This design comes from an exercise in tuning for small area, a short achievable clock period and few clock cycles per item on the open sky130 flow, not from production work.
At most, simulation tests tie the RTL to the original design; equivalence was not proved.

==> flow/design.v (excerpt) <==
module gcd_multilane #(
    parameter int width_p = 32,
    parameter int els_p   = 4
) (
    input  logic                       clk_i,
    input  logic                       reset_i,
    input  logic [2*width_p-1:0]       data_i,
    input  logic                       v_i,
    output logic                       ready_o,
    output logic [width_p-1:0]         data_o,
    output logic                       v_o,
    input  logic                       yumi_i,
    output logic [$clog2(els_p+1)-1:0] count_o
);
Size in the first run: ~1000 cells after synthesis, roughly 72 flip-flops, about 7800 um2 of cells after synthesis.
clock: 8.0 ns
lec_check: 0
cap_margin: 20
core_margin: 2
core_utilization: 40
setup_slack_margin: 3.0
slew_margin: 20
run.sh (not shown) runs the stock make flow with config.mk's settings and CLKGATE_MAP_FILE= SYNTH_SCRIPT=/design/flow/synth_recipe.tcl, a recipe that flattens the netlist after the stock synthesis.
==> next run, changes <==
SETUP_SLACK_MARGIN = 4.3   (was 3.0)
Result:
- setup slack improved by 620 ps
- sequential cell count is unchanged
- critical path depth went down by 4
- non-clock buffer count rose by 130
- die area does not change
No run of this note included a check of the RTL's function; only the layout flow was run.

========
== oak ==
Another version of the RTL of gcd_multilane (not shown whole).
Size: ~980 cells after synthesis, about 75 flip-flops, ~110 I/O pins.
Settings: LEC_CHECK=0, CAP_MARGIN=20, CORE_MARGIN=2, CORE_UTILIZATION=40, SETUP_SLACK_MARGIN=3.5, SLEW_MARGIN=20; clock period 8.0 ns.
[inputs] pine vs oak
Settings: SETUP_SLACK_MARGIN changed from 3.5 to 4.3.
Findings:
Cell area on pine is behind oak.
In the tables for oak and pine, worst slack at placement reads lower with oak.
Against oak, pine comes in 1 lower on number of stages on the worst setup path.
Function was not checked in any run of this note: the RTL went through the layout flow alone.

========
Setup of run A:
gcd_multilane, a different RTL version from the one above (not shown whole).
For scale: ~72 flip-flops, roughly 110 I/O pins, roughly 8000 um^2 of cells after synthesis.
Settings: LEC_CHECK=0, CAP_MARGIN=20, CORE_MARGIN=2, CORE_UTILIZATION=40, SETUP_SLACK_MARGIN=4.0, SLEW_MARGIN=20; clock period 8.0 ns.
standard.sh (not shown) runs the stock make flow with config.mk's settings and CLKGATE_MAP_FILE= SYNTH_SCRIPT=/design/flow/synth_recipe.tcl, a recipe that flattens the netlist after the stock synthesis.
==> flow/flow/run.sh <==
#!/bin/bash
# The standard layout, with each port buffered by sky130_fd_sc_hd__buf_1
# instead of the delay-buffer cell buffer_ports picks by default.
set -euo pipefail
export BUFFER_PORTS_ARGS="-buffer_cell sky130_fd_sc_hd__buf_1"
bash standard.sh finish > flow_make.log 2>&1
Looking at the reports, run A completed the entire flow and the layout it produced met the timing, design-rule and antenna checks.
Here is what was changed in the inputs of run B compared with run A.
==> flow/run.sh (new file) <==
#!/bin/bash
# synth_recipe.tcl (not shown) runs the flow's synth.tcl, then flattens the netlist and writes it again
# the make line also repeats each setting of config.mk as NAME=value (left out here)
make -C /OpenROAD-flow-scripts/flow DESIGN_CONFIG=/design/flow/config.mk WORK_HOME=/design/flow/orfs CLKGATE_MAP_FILE= SYNTH_SCRIPT=/design/flow/synth_recipe.tcl finish
-- flow/config.mk --
<<< run A, line 11
export SETUP_SLACK_MARGIN = 4.0
>>> run B, line 11
export SETUP_SLACK_MARGIN = 3.5
removed: flow/flow/run.sh
removed: flow/standard.sh
Results
Cmp run B vs run A: detailed-routing wirelength on met1 higher in run B. The run showing the smaller worst slew slack as a fraction of its limit is run B. Summary of run B over run A: setup slack of the critical path after layout went down 0.38 ns, worst slack after detailed placement went up 0.40 ns, number of cells on the worst reg-to-reg path went up 3, fraction of layout instances using a drive strength above 1 went down 6.3 points.
For run C, these inputs were changed with respect to run B:
-- flow/config.mk --
<<< run B, line 11
export SETUP_SLACK_MARGIN = 3.5
>>> run C, line 11
export SETUP_SLACK_MARGIN = 4.5
## What came out
The vias after detailed routing of run C was inferior to that of run B.
Run C reports a higher transition time at the pin with the least slew margin than run B does.
Function was not checked in any run of this note: the RTL went through the layout flow alone.

========
== run 1 ==
gcd_multilane, a different RTL version from the one above (not shown whole).
For scale: ~1100 cells after synthesis, ~110 I/O pins, ~8000 um^2 of cells after synthesis.
==> flow/design.v (excerpt) <==
module gcd_multilane #(
    parameter int width_p = 32,
    parameter int els_p   = 4
) (
    input  logic                       clk_i,
    input  logic                       reset_i,
    input  logic [2*width_p-1:0]       data_i,
    input  logic                       v_i,
    output logic                       ready_o,
    output logic [width_p-1:0]         data_o,
    output logic                       v_o,
    input  logic                       yumi_i,
    output logic [$clog2(els_p+1)-1:0] count_o
);
export LEC_CHECK = 0
export ABC_CLOCK_PERIOD_IN_PS = 4000
export CAP_MARGIN = 20
export CORE_MARGIN = 2
export CORE_UTILIZATION = 60
export CTS_BUF_LIST = sky130_fd_sc_hd__clkbuf_4 sky130_fd_sc_hd__clkbuf_8
export SETUP_SLACK_MARGIN = 4.0
export SLEW_MARGIN = 20
create_clock -name core_clock -period 8.0 [get_ports {clk_i}]
==> flow/flow/run.sh <==
#!/bin/bash
# The standard layout, with each port buffered by sky130_fd_sc_hd__buf_1
# instead of the delay-buffer cell buffer_ports picks by default.
set -euo pipefail
export BUFFER_PORTS_ARGS="-buffer_cell sky130_fd_sc_hd__buf_1"
bash standard.sh finish > flow_make.log 2>&1
The flow did not stop early for run 1: all stages ran, and the layout cleared the timing, design-rule and antenna checks.
Testbench counts of run 1, summed over its fixed seeds: cycles 40,892, items 1,920.
Input changes introduced in run 2 (baseline for comparison: run 1):
# run 1
export LEC_CHECK = 0
export ABC_CLOCK_PERIOD_IN_PS = 4000
export CAP_MARGIN = 20
export CORE_MARGIN = 2
export CORE_UTILIZATION = 60
export CTS_BUF_LIST = sky130_fd_sc_hd__clkbuf_4 sky130_fd_sc_hd__clkbuf_8
export SETUP_SLACK_MARGIN = 4.0
export SLEW_MARGIN = 20
create_clock -name core_clock -period 8.0 [get_ports {clk_i}]
# run 2
export LEC_CHECK = 0
export CAP_MARGIN = 20
export CORE_MARGIN = 2
export CORE_UTILIZATION = 40
export CTS_BUF_LIST = sky130_fd_sc_hd__clkbuf_4 sky130_fd_sc_hd__clkbuf_8
export SETUP_SLACK_MARGIN = 4.0
export SLEW_MARGIN = 20
create_clock -name core_clock -period 8.0 [get_ports {clk_i}]
[summary]
Wire length per cell after detailed routing: lower on run 2. Taking run 1 as the reference, in run 2 minimum clock period shows a reduction of 0.032 ns, worst hold slack shows no meaningful change, cell total after placement shows an increase of 89.
> inputs changed (run 2 -> run 3)
# run 2
export LEC_CHECK = 0
export CAP_MARGIN = 20
export CORE_MARGIN = 2
export CORE_UTILIZATION = 40
export CTS_BUF_LIST = sky130_fd_sc_hd__clkbuf_4 sky130_fd_sc_hd__clkbuf_8
export SETUP_SLACK_MARGIN = 4.0
export SLEW_MARGIN = 20
create_clock -name core_clock -period 8.0 [get_ports {clk_i}]
# run 3
export LEC_CHECK = 0
export CAP_MARGIN = 5
export CORE_MARGIN = 2
export CORE_UTILIZATION = 60
export CTS_BUF_LIST = sky130_fd_sc_hd__clkbuf_4 sky130_fd_sc_hd__clkbuf_8
export SETUP_SLACK_MARGIN = 4.0
export SLEW_MARGIN = 5
create_clock -name core_clock -period 8.0 [get_ports {clk_i}]
Results
[compare] base=run 2 new=run 3: die area dropped 33%; number of cells on the worst hold path did not really move.
Taking run 3 over run 2, the half-perimeter wire length after detailed placement ratio works out to 0.937.
As far as number of sinks on the clock net goes, run 2 and run 3 are indistinguishable; the numbers are identical.
Going from run 2 to run 3, cell area after placement saw a decrease; combined area of the multi-input logic cells saw little to no change.
Input changes introduced in run 4 (baseline for comparison: run 3):
# run 3
export LEC_CHECK = 0
export CAP_MARGIN = 5
export CORE_MARGIN = 2
export CORE_UTILIZATION = 60
export CTS_BUF_LIST = sky130_fd_sc_hd__clkbuf_4 sky130_fd_sc_hd__clkbuf_8
export SETUP_SLACK_MARGIN = 4.0
export SLEW_MARGIN = 5
create_clock -name core_clock -period 8.0 [get_ports {clk_i}]
# run 4
export LEC_CHECK = 0
export CAP_MARGIN = 20
export CORE_MARGIN = 2
export CORE_UTILIZATION = 70
export CTS_BUF_LIST = sky130_fd_sc_hd__clkbuf_4 sky130_fd_sc_hd__clkbuf_8
export SETUP_SLACK_MARGIN = 4.0
export SLEW_MARGIN = 20
create_clock -name core_clock -period 8.0 [get_ports {clk_i}]
--- outcome ---
Changes observed in run 4 relative to run 3: detailed-route vias per instance increased by 0.41 relative to the old numbers; total DRC errors in the routed layout closely matched the old numbers; routed length per placed instance closely matched the old numbers; clock period minus worst slack decreased by 0.0070 ns relative to the old numbers.
Re sequential share of layout area: run 3 and run 4 aren't equal, and the lower value belongs to run 3.

## separate check: timing with driven ports
No port has a modelled driver above. Below, the same layouts with a new extraction and two added sets of constraints. Step 1, drivers: a clkbuf_16 drives clk_i and a buf_2 each remaining input, both assumed. Step 2 also shifts input and output timing later by t, the mid clock arrival at the registers, as if the neighbouring blocks saw the same clock. Three values: ideal ports, drivers, drivers and shift; two values: the first two.
run | shift t [ns] | setup WS [ns] | latest minus earliest clock arrival (ns)
the first run of note 1 | 0.395 | 3.121 / 3.121 / 3.121 | 0.011 / 0.010
the second run of note 1 | 0.390 | 3.740 / 3.695 / 3.998 | 0.010 / 0.011
oak | 0.393 | 3.004 / 2.960 / 3.247 | 0.012 / 0.011
pine | 0.395 | 2.943 / 2.899 / 3.075 | 0.010 / 0.010
run A | 0.387 | 3.989 / 3.989 / 3.989 | 0.008 / 0.008
run B | 0.386 | 3.604 / 3.604 / 3.452 | 0.012 / 0.013
run C | 0.386 | 4.063 / 4.063 / 4.063 | 0.007 / 0.007
run 1 | 0.424 | 4.065 / 4.065 / 3.999 | 0.020 / 0.020
run 2 | 0.424 | 4.097 / 4.097 / 3.894 | 0.010 / 0.010
run 3 | 0.424 | 4.065 / 4.065 / 3.999 | 0.020 / 0.020
run 4 | 0.432 | 4.072 / 4.072 / 4.072 | 0.020 / 0.021
After both steps every run listed still meets setup and hold. For run 2, which loses most, drivers alone change the setup slack by 0.000 ns; drivers and shift together by -0.203 ns.
